From an optimization exercise on the open Yosys and OpenROAD flow, aimed at small area and a short achievable clock period; shortcuts taken in it are not production practice. Where RTL was checked, it was by simulation tests only, not by an equivalence proof against the original. Power figures rest on the tool's default switching activity, not on a simulated workload.

Design exmem_stage_task3, start of the top module:
module exmem_stage_task3 #(
    parameter int XLEN = 64,
    parameter int RW   = 5
) (
    input  logic            clk,
    input  logic            reset,
    input  logic [XLEN-1:0] a,
    input  logic [XLEN-1:0] readdata1,
    input  logic [XLEN-1:0] readdata2,
    input  logic [XLEN-1:0] imm_data,
    input  logic [RW-1:0]   rs1,
    input  logic [RW-1:0]   rs2,
    input  logic [RW-1:0]   rd,
    input  logic [3:0]      funct4,
    input  logic            Branch,
    input  logic            Memread,
    input  logic            Memtoreg,
    input  logic            Memwrite,
    input  logic            Regwrite,
    input  logic            Alusrc,
    input  logic [1:0]      aluop,
    input  logic            hold,
    input  logic            flush,
    input  logic [RW-1:0]   memwb_rd,
    input  logic            memwb_regwrite,
    input  logic [XLEN-1:0] memwb_wdata,
    output logic [XLEN-1:0] branch_target,
    output logic [XLEN-1:0] alu_result,
    output logic [XLEN-1:0] write_data,
    output logic            zero,
    output logic [RW-1:0]   rd_out,
    output logic            Branch_o,
    output logic            Memread_o,
    output logic            Memtoreg_o,
    output logic            Memwrite_o,
    output logic            Regwrite_o,
    output logic            pc_src
);
Size in the first run: ~4,600 cells after synthesis.
clock: 10.0 ns
lec_check: 0
cap_margin: 20
core_margin: 2
core_utilization: 50
setup_slack_margin: 0
slew_margin: 20
standard.sh (not shown) runs the stock make flow with config.mk's settings and CLKGATE_MAP_FILE= SYNTH_SCRIPT=/design/flow/synth_recipe.tcl, a recipe that flattens the netlist after the stock synthesis.
==> flow/flow/run.sh <==
#!/bin/bash
set -euo pipefail
export BUFFER_PORTS_ARGS="-buffer_cell sky130_fd_sc_hd__buf_1"
bash standard.sh finish > standard_make.log 2>&1
The first run completed with no timing, DRC or antenna violations.
Then changed:
SETUP_SLACK_MARGIN = 3   (was 0)
Effect:
- The new run passed the timing, DRC and antenna checks
- total power increases by 3.5%
- maximum frequency rose by 20%
- final area goes up by 4.8%
- clock-buffer cell count drops by 7
- worst hold slack stays flat
- area after synthesis stays the same
No functional check of the RTL was part of any run of this note.

* * *

exmem_stage_task3, a different RTL version from the one above (not shown whole).
Size in the first run: about 4000 cells after synthesis.
export LEC_CHECK = 0
export CAP_MARGIN = 20
export CORE_MARGIN = 2
export CORE_UTILIZATION = 50
export SETUP_SLACK_MARGIN = 3
export SLEW_MARGIN = 20
create_clock -name core_clock -period 10.0 [get_ports {clk}]
Scripts as last shown in full above: flow/flow/run.sh
The first run completed without violations.
Next try:
- ABC_AREA: not set -> 1
- CORE_UTILIZATION: 50 -> 45
- CTS_BUF_LIST: not set -> sky130_fd_sc_hd__clkbuf_8
- SETUP_SLACK_MARGIN: 3 -> 4
After rerunning: The new run produced a clean layout. Fmax goes up by about a fifth. Non-clock buffer count goes down by 3. Routed wire length goes up slightly. Via count goes up by a few percent. Worst setup slack improved by 1.1 ns. Sequential share of layout area goes down by 0.52 points. Power goes down by a little under a tenth. Register-to-register slack improved by 1.4 ns. Worst hold slack improved by 0.0086 ns. Clock-buffer cell count goes up by 13. Die area goes up by roughly a tenth.
Next try:
- ABC_AREA: 1 -> not set
- CORE_UTILIZATION: 45 -> 50
- CTS_BUF_LIST: sky130_fd_sc_hd__clkbuf_8 -> not set
What happened: The new run went through all stages and came out clean. Combinational power climbs by 12%. Die area drops by 11%. Worst setup slack loses 1.3 ns. Routed wire length climbs by 2.2%. Utilization climbs by 7.8 points.

* * *

== before ==
exmem_stage_task3, a different RTL version from the one above (not shown whole).
For scale: ~560 I/O pins.
clock: 10.0 ns
lec_check: 0
cap_margin: 20
core_margin: 2
core_utilization: 40
setup_slack_margin: 0
slew_margin: 20
run.sh (not shown) runs the stock make flow with config.mk's settings and CLKGATE_MAP_FILE= SYNTH_SCRIPT=/design/flow/synth_recipe.tcl, a recipe that flattens the netlist after the stock synthesis.
Stock flow here: none of the scripts above is used.
Input changes introduced in after (baseline for comparison: before):
Settings: a change of SETUP_SLACK_MARGIN from 0 to 4.
--- outcome ---
Across before and after, none had a timing, DRC or antenna violation.
Looking at end-of-flow core utilization, after sits above before.
Route | after vs before | wire longer in after
Layout-stage area growth over the synthesis result in after vs before: up 23 points
Final critical-path required period (lower): after
Measured against each other, before and after differ in proportion of power drawn by combinational gates, the higher figure coming from after.
Compared with before, in after die area neither gained nor lost much, clock network power picked up an extra about 5%, largest fanout of any net on the critical path lost 14.
Proportion of power drawn by the clock network was lower in after than in before.
No run of this note included a check of the RTL's function; only the layout flow was run.

* * *

== run A ==
exmem_stage_task3, a different RTL version from the one above (not shown whole).
Size in the first run: ~4500 cells after synthesis, ~28000 sq um of cells after synthesis.
==> flow/config.mk <==
export PLATFORM = sky130hd
export DESIGN_NAME = exmem_stage_task3
export DESIGN_NICKNAME = exmem_stage_task3
export VERILOG_FILES = /design/flow/design.v
export SDC_FILE = /design/flow/constraint.sdc
export NUM_CORES = 4
export LEC_CHECK = 0
export ABC_AREA = 1
export CAP_MARGIN = 20
export CORE_MARGIN = 2
export CORE_UTILIZATION = 45
export CTS_BUF_LIST = sky130_fd_sc_hd__clkbuf_8
export SETUP_SLACK_MARGIN = 5
export SLEW_MARGIN = 20
==> flow/constraint.sdc <==
create_clock -name core_clock -period 10.0 [get_ports {clk}]
set_input_delay 2.0000 -clock core_clock [delete_from_list [all_inputs] [get_ports {clk}]]
set_output_delay 2.0000 -clock core_clock [all_outputs]
set_load 0.01 [all_outputs]
standard.sh (not shown) runs the stock make flow with config.mk's settings and CLKGATE_MAP_FILE= SYNTH_SCRIPT=/design/flow/synth_recipe.tcl, a recipe that flattens the netlist after the stock synthesis.
Scripts as last shown in full above: flow/flow/run.sh
Run A has completed all stages; timing, DRC and antenna checks passed.
Setup changes, run A to run B
# run A
export LEC_CHECK = 0
export ABC_AREA = 1
export CAP_MARGIN = 20
export CORE_MARGIN = 2
export CORE_UTILIZATION = 45
export CTS_BUF_LIST = sky130_fd_sc_hd__clkbuf_8
export SETUP_SLACK_MARGIN = 5
export SLEW_MARGIN = 20
create_clock -name core_clock -period 10.0 [get_ports {clk}]
# run B
export LEC_CHECK = 0
export ABC_AREA = 1
export CAP_MARGIN = 20
export CORE_MARGIN = 2
export CORE_UTILIZATION = 45
export SETUP_SLACK_MARGIN = 4.5
export SLEW_MARGIN = 20
create_clock -name core_clock -period 10.0 [get_ports {clk}]
==> comparison <==
- Number of sinks on the clock net essentially unchanged between run A and run B.
- Taking run A as the reference, in run B post-route core utilization has decreased, via count decreased by 5.2% relative to the old numbers, power attributed to the clock group went up, sequential portion of the cell area now sits higher.
- Run B did not stop at any stage, and its layout met the timing, DRC and antenna checks.
- Run B vs run A — area taken by multi-input logic gates dropped slightly
- Run B against run A: critical path depth fell 5.9%; shortest clock period the worst path allows after layout lost 83 ps.
Here is what was changed in the inputs of run C compared with run B.
# run B
export LEC_CHECK = 0
export ABC_AREA = 1
export CAP_MARGIN = 20
export CORE_MARGIN = 2
export CORE_UTILIZATION = 45
export SETUP_SLACK_MARGIN = 4.5
export SLEW_MARGIN = 20
create_clock -name core_clock -period 10.0 [get_ports {clk}]
# run C
export LEC_CHECK = 0
export ABC_AREA = 1
export CAP_MARGIN = 20
export CORE_MARGIN = 2
export CORE_UTILIZATION = 45
export CTS_BUF_LIST = sky130_fd_sc_hd__clkbuf_8
export SETUP_SLACK_MARGIN = 4
export SLEW_MARGIN = 20
export TNS_END_PERCENT = 10
create_clock -name core_clock -period 10.0 [get_ports {clk}]
==> run summary <==
From run B to run C the numbers moved as follows: area added between synthesis and finish lost 6.8 points; post-layout utilization of the core has decreased; global-route usage fell 0.49 points; part of the power in the clock network lower; internal power dropped about 9%. The count of buffer and inverter cells on the critical path number comes out higher for run C vs run B. Across both runs, smallest setup slack after layout was lower for run C than for run B. Re met2 usage in global routing: run B was lower than run C.

* * *

The RTL this note starts from:
==> flow/design.v <==
`default_nettype none
module exmem_stage_task3 #(
    parameter int XLEN = 64,
    parameter int RW   = 5
) (
    input  logic            clk,
    input  logic            reset,
    input  logic [XLEN-1:0] a,
    input  logic [XLEN-1:0] readdata1,
    input  logic [XLEN-1:0] readdata2,
    input  logic [XLEN-1:0] imm_data,
    input  logic [RW-1:0]   rs1,
    input  logic [RW-1:0]   rs2,
    input  logic [RW-1:0]   rd,
    input  logic [3:0]      funct4,
    input  logic            Branch,
    input  logic            Memread,
    input  logic            Memtoreg,
    input  logic            Memwrite,
    input  logic            Regwrite,
    input  logic            Alusrc,
    input  logic [1:0]      aluop,
    input  logic            hold,
    input  logic            flush,
    input  logic [RW-1:0]   memwb_rd,
    input  logic            memwb_regwrite,
    input  logic [XLEN-1:0] memwb_wdata,
    output logic [XLEN-1:0] branch_target,
    output logic [XLEN-1:0] alu_result,
    output logic [XLEN-1:0] write_data,
    output logic            zero,
    output logic [RW-1:0]   rd_out,
    output logic            Branch_o,
    output logic            Memread_o,
    output logic            Memtoreg_o,
    output logic            Memwrite_o,
    output logic            Regwrite_o,
    output logic            pc_src
);
    localparam int SHW = $clog2(XLEN);
    logic [XLEN-1:0] bt_q;
    logic [XLEN-1:0] alu_q;
    logic [XLEN-1:0] wd_q;
    logic            vld_q;    
    logic [RW-1:0]   rd_q;
    logic            br_q, mr_q, mtr_q, mw_q, rw_q;
    logic            pcs_q;    
    logic ex_a, ex_b, wb_a, wb_b;
    logic [XLEN-1:0] fa, fb, ob;
    always_comb begin
        ex_a = rw_q && (rd_q != '0) && (rd_q == rs1);
        ex_b = rw_q && (rd_q != '0) && (rd_q == rs2);
        wb_a = memwb_regwrite && (memwb_rd != '0) && (memwb_rd == rs1);
        wb_b = memwb_regwrite && (memwb_rd != '0) && (memwb_rd == rs2);
        fa = ex_a ? alu_q : (wb_a ? memwb_wdata : readdata1);
        fb = ex_b ? alu_q : (wb_b ? memwb_wdata : readdata2);
        ob = Alusrc ? imm_data : fb;
    end
    logic op_sub, op_and, op_or, op_xor, op_sl, op_sr, op_sra, op_add;
    always_comb begin
        op_sub = 1'b0; op_and = 1'b0; op_or = 1'b0; op_xor = 1'b0;
        op_sl  = 1'b0; op_sr  = 1'b0; op_sra = 1'b0;
        if (aluop == 2'b01) op_sub = 1'b1;
        else if (aluop == 2'b10) begin
            case (funct4)
                4'b1000: op_sub = 1'b1;
                4'b0111: op_and = 1'b1;
                4'b0110: op_or  = 1'b1;
                4'b0100: op_xor = 1'b1;
                4'b0001: op_sl  = 1'b1;
                4'b0101: op_sr  = 1'b1;
                4'b1101: begin op_sr = 1'b1; op_sra = 1'b1; end
                default: ;
            endcase
        end
        op_add = !(op_and | op_or | op_xor | op_sl | op_sr);
    end
    localparam int LG = $clog2(XLEN);
    logic [XLEN-1:0] obx, p, g, sum;
    logic [XLEN-1:0] pg_g [0:LG];
    logic [XLEN-1:0] pg_p [0:LG];
    always_comb begin
        obx = ob ^ {XLEN{op_sub}};
        p   = fa ^ obx;
        g   = fa & obx;
        pg_g[0]    = g;
        pg_p[0]    = p;
        pg_g[0][0] = g[0] | (p[0] & op_sub);    
        for (int l = 0; l < LG; l++)
            for (int i = 0; i < XLEN; i++)
                if ((i >> l) & 1) begin
                    pg_g[l+1][i] = pg_g[l][i] | (pg_p[l][i] & pg_g[l][((i >> l) << l) - 1]);
                    pg_p[l+1][i] = pg_p[l][i] & pg_p[l][((i >> l) << l) - 1];
                end else begin
                    pg_g[l+1][i] = pg_g[l][i];
                    pg_p[l+1][i] = pg_p[l][i];
                end
        sum = p ^ {pg_g[LG][XLEN-2:0], op_sub};
    end
    logic [XLEN-1:0] sh_in, sh_out;
    logic [SHW-1:0]  shamt;
    logic            fill;
    always_comb begin
        shamt = ob[SHW-1:0];
        for (int i = 0; i < XLEN; i++) sh_in[i] = op_sl ? fa[XLEN-1-i] : fa[i];
        fill   = op_sra & fa[XLEN-1];
        sh_out = XLEN'($signed({fill, sh_in}) >>> shamt);
    end
    logic [XLEN-1:0] res, res_nadd;
    always_comb begin
        for (int i = 0; i < XLEN; i++)
            res_nadd[i] = (op_and & g[i])
                        | (op_or  & (p[i] | g[i]))
                        | (op_xor & p[i])
                        | (op_sr  & sh_out[i])
                        | (op_sl  & sh_out[XLEN-1-i]);
        res      = op_add ? sum : res_nadd;
    end
    logic eq, ult, slt, taken;
    always_comb begin
        eq  = (fa == fb);
        ult = (fa < fb);
        slt = ult ^ fa[XLEN-1] ^ fb[XLEN-1];
        case (funct4[2:0])
            3'b000:  taken = eq;
            3'b001:  taken = !eq;
            3'b100:  taken = slt;
            3'b101:  taken = !slt;
            3'b110:  taken = ult;
            3'b111:  taken = !ult;
            default: taken = 1'b0;
        endcase
    end
    localparam int BN = XLEN - 1;
    localparam int BL = $clog2(BN);
    logic [BN-1:0] bx, by, bp, bc;
    logic [BN-1:0] bk_g [0:2*BL];
    logic [BN-1:0] bk_p [0:2*BL];
    logic [XLEN-1:0] bt_sum;
    always_comb begin
        bx = a[XLEN-1:1];
        by = imm_data[XLEN-2:0];
        bp = bx ^ by;
        bk_g[0] = bx & by;
        bk_p[0] = bp;
        for (int l = 0; l < BL; l++)
            for (int i = 0; i < BN; i++)
                if (((i + 1) % (1 << (l + 1))) == 0) begin
                    bk_g[l+1][i] = bk_g[l][i] | (bk_p[l][i] & bk_g[l][i - (1 << l)]);
                    bk_p[l+1][i] = bk_p[l][i] & bk_p[l][i - (1 << l)];
                end else begin
                    bk_g[l+1][i] = bk_g[l][i];
                    bk_p[l+1][i] = bk_p[l][i];
                end
        for (int k = 0; k < BL; k++)
            for (int i = 0; i < BN; i++)
                if ((BL - 2 - k >= 0) && (((i + 1) % (1 << (BL - 1 - k))) == (1 << (BL - 2 - k)))
                        && (i >= (1 << (BL - 1 - k)))) begin
                    bk_g[BL+k+1][i] = bk_g[BL+k][i] | (bk_p[BL+k][i] & bk_g[BL+k][i - (1 << (BL - 2 - k))]);
                    bk_p[BL+k+1][i] = bk_p[BL+k][i] & bk_p[BL+k][i - (1 << (BL - 2 - k))];
                end else begin
                    bk_g[BL+k+1][i] = bk_g[BL+k][i];
                    bk_p[BL+k+1][i] = bk_p[BL+k][i];
                end
        bc = {bk_g[2*BL][BN-2:0], 1'b0};
        bt_sum = {bp ^ bc, a[0]};
    end
    logic load;
    assign load = flush | !hold;
    always_ff @(posedge clk or posedge reset) begin
        if (reset) begin
            bt_q   <= '0;
            alu_q  <= '0;
            wd_q   <= '0;
            vld_q  <= 1'b0;
            rd_q   <= '0;
        end else if (load) begin
            bt_q   <= bt_sum;
            alu_q  <= res;
            wd_q   <= fb;
            vld_q  <= 1'b1;
            rd_q   <= rd;
        end
    end
    always_ff @(posedge clk or posedge reset) begin
        if (reset) begin
            br_q  <= 1'b0;
            mr_q  <= 1'b0;
            mtr_q <= 1'b0;
            mw_q  <= 1'b0;
            rw_q  <= 1'b0;
            pcs_q <= 1'b0;
        end else if (flush) begin
            br_q  <= 1'b0;
            mr_q  <= 1'b0;
            mtr_q <= 1'b0;
            mw_q  <= 1'b0;
            rw_q  <= 1'b0;
            pcs_q <= 1'b0;
        end else if (!hold) begin
            br_q  <= Branch;
            mr_q  <= Memread;
            mtr_q <= Memtoreg;
            mw_q  <= Memwrite;
            rw_q  <= Regwrite;
            pcs_q <= Branch & taken;
        end
    end
    assign branch_target = bt_q;
    assign alu_result    = alu_q;
    assign write_data    = wd_q;
    assign zero          = vld_q & (alu_q == '0);
    assign rd_out        = rd_q;
    assign Branch_o      = br_q;
    assign Memread_o     = mr_q;
    assign Memtoreg_o    = mtr_q;
    assign Memwrite_o    = mw_q;
    assign Regwrite_o    = rw_q;
    assign pc_src        = pcs_q;
endmodule
`default_nettype wire
Settings: LEC_CHECK=0, ABC_AREA=1, CAP_MARGIN=10, CORE_MARGIN=2, CORE_UTILIZATION=45, CTS_BUF_LIST=sky130_fd_sc_hd__clkbuf_8, SETUP_SLACK_MARGIN=4, SLEW_MARGIN=10; clock period 10.0 ns.
Scripts as last shown in full above: flow/flow/run.sh
The baseline completed with no timing, DRC or antenna violations.
Edit:
Settings changed: CAP_MARGIN 10 to 20, GPL_TIMING_DRIVEN set to 0, SLEW_MARGIN 10 to 20.
Result:
- The new run passed the timing, DRC and antenna checks
- count of clock-buffer cells in the layout decreases by 4
- sequential power increases by about 4%
- global-route usage increases by 14 points
- total power increases by 9.0%
Edit:
Settings changed: GPL_TIMING_DRIVEN 0 to unset.
The new run completed without violations.
Power is lower by 10%.
Synthesized cell count is unchanged.
Die area does not change.
Non-clock buffer count went down by 305.
Clock skew came out lower by 0.011 ns.
Routed wire length went down by 25%.
Sequential power decreases by about 4%.
Sequential share of layout area is higher by 1.1 points.

static timing again, ports no longer ideal:
The results above use ideal ports. As a check the final layouts listed here were re-extracted and re-timed, cells and wires unchanged.
Step 1: set_driving_cell puts a clkbuf_16 on clk and a buf_2 on each other input, an assumption about the parent block.
Step 2, shift: input delay + t, output delay - t, t = (earliest + latest rising clock arrival at the registers) / 2. This alone moves slack from input paths to output paths.
Slacks: no drivers / after step 1 / after step 2; pairs: no drivers / after step 1.
| run | t, ns | setup WS [ns] | worst setup path after step 2 |
|---|---|---|---|
| the first run of note 1 | 0.697 | 1.326 / 1.375 / 0.678 | input to register |
| the second run of note 1 | 0.693 | 2.800 / 2.819 / 2.126 | input to register |
| the first run of note 2 | 0.694 | 2.722 / 2.749 / 2.055 | input to register |
| the second run of note 2 | 0.725 | 3.868 / 3.889 / 3.164 | input to register |
| the third run of note 2 | 0.684 | 2.590 / 2.634 / 1.950 | input to register |
| before | 0.667 | 0.497 / 0.546 / -0.120 | input to register |
| after | 0.692 | 2.189 / 2.224 / 1.532 | input to register |
| run A | 0.742 | 4.182 / 4.193 / 3.450 | input to register |
| run B | 0.699 | 4.265 / 4.293 / 3.594 | input to register |
| run C | 0.702 | 4.074 / 4.109 / 3.407 | input to register |
| the first run of note 5 | 0.717 | 4.028 / 3.965 / 3.456 | input to register |
| the second run of note 5 | 0.742 | 3.675 / 3.720 / 2.978 | input to register |
| the third run of note 5 | 0.722 | 4.111 / 4.141 / 3.418 | input to register |
Met with ideal ports but missed after step 2: setup timing in before. For run A, which loses most, drivers alone change the setup slack by +0.011 ns; drivers and shift together by -0.732 ns.
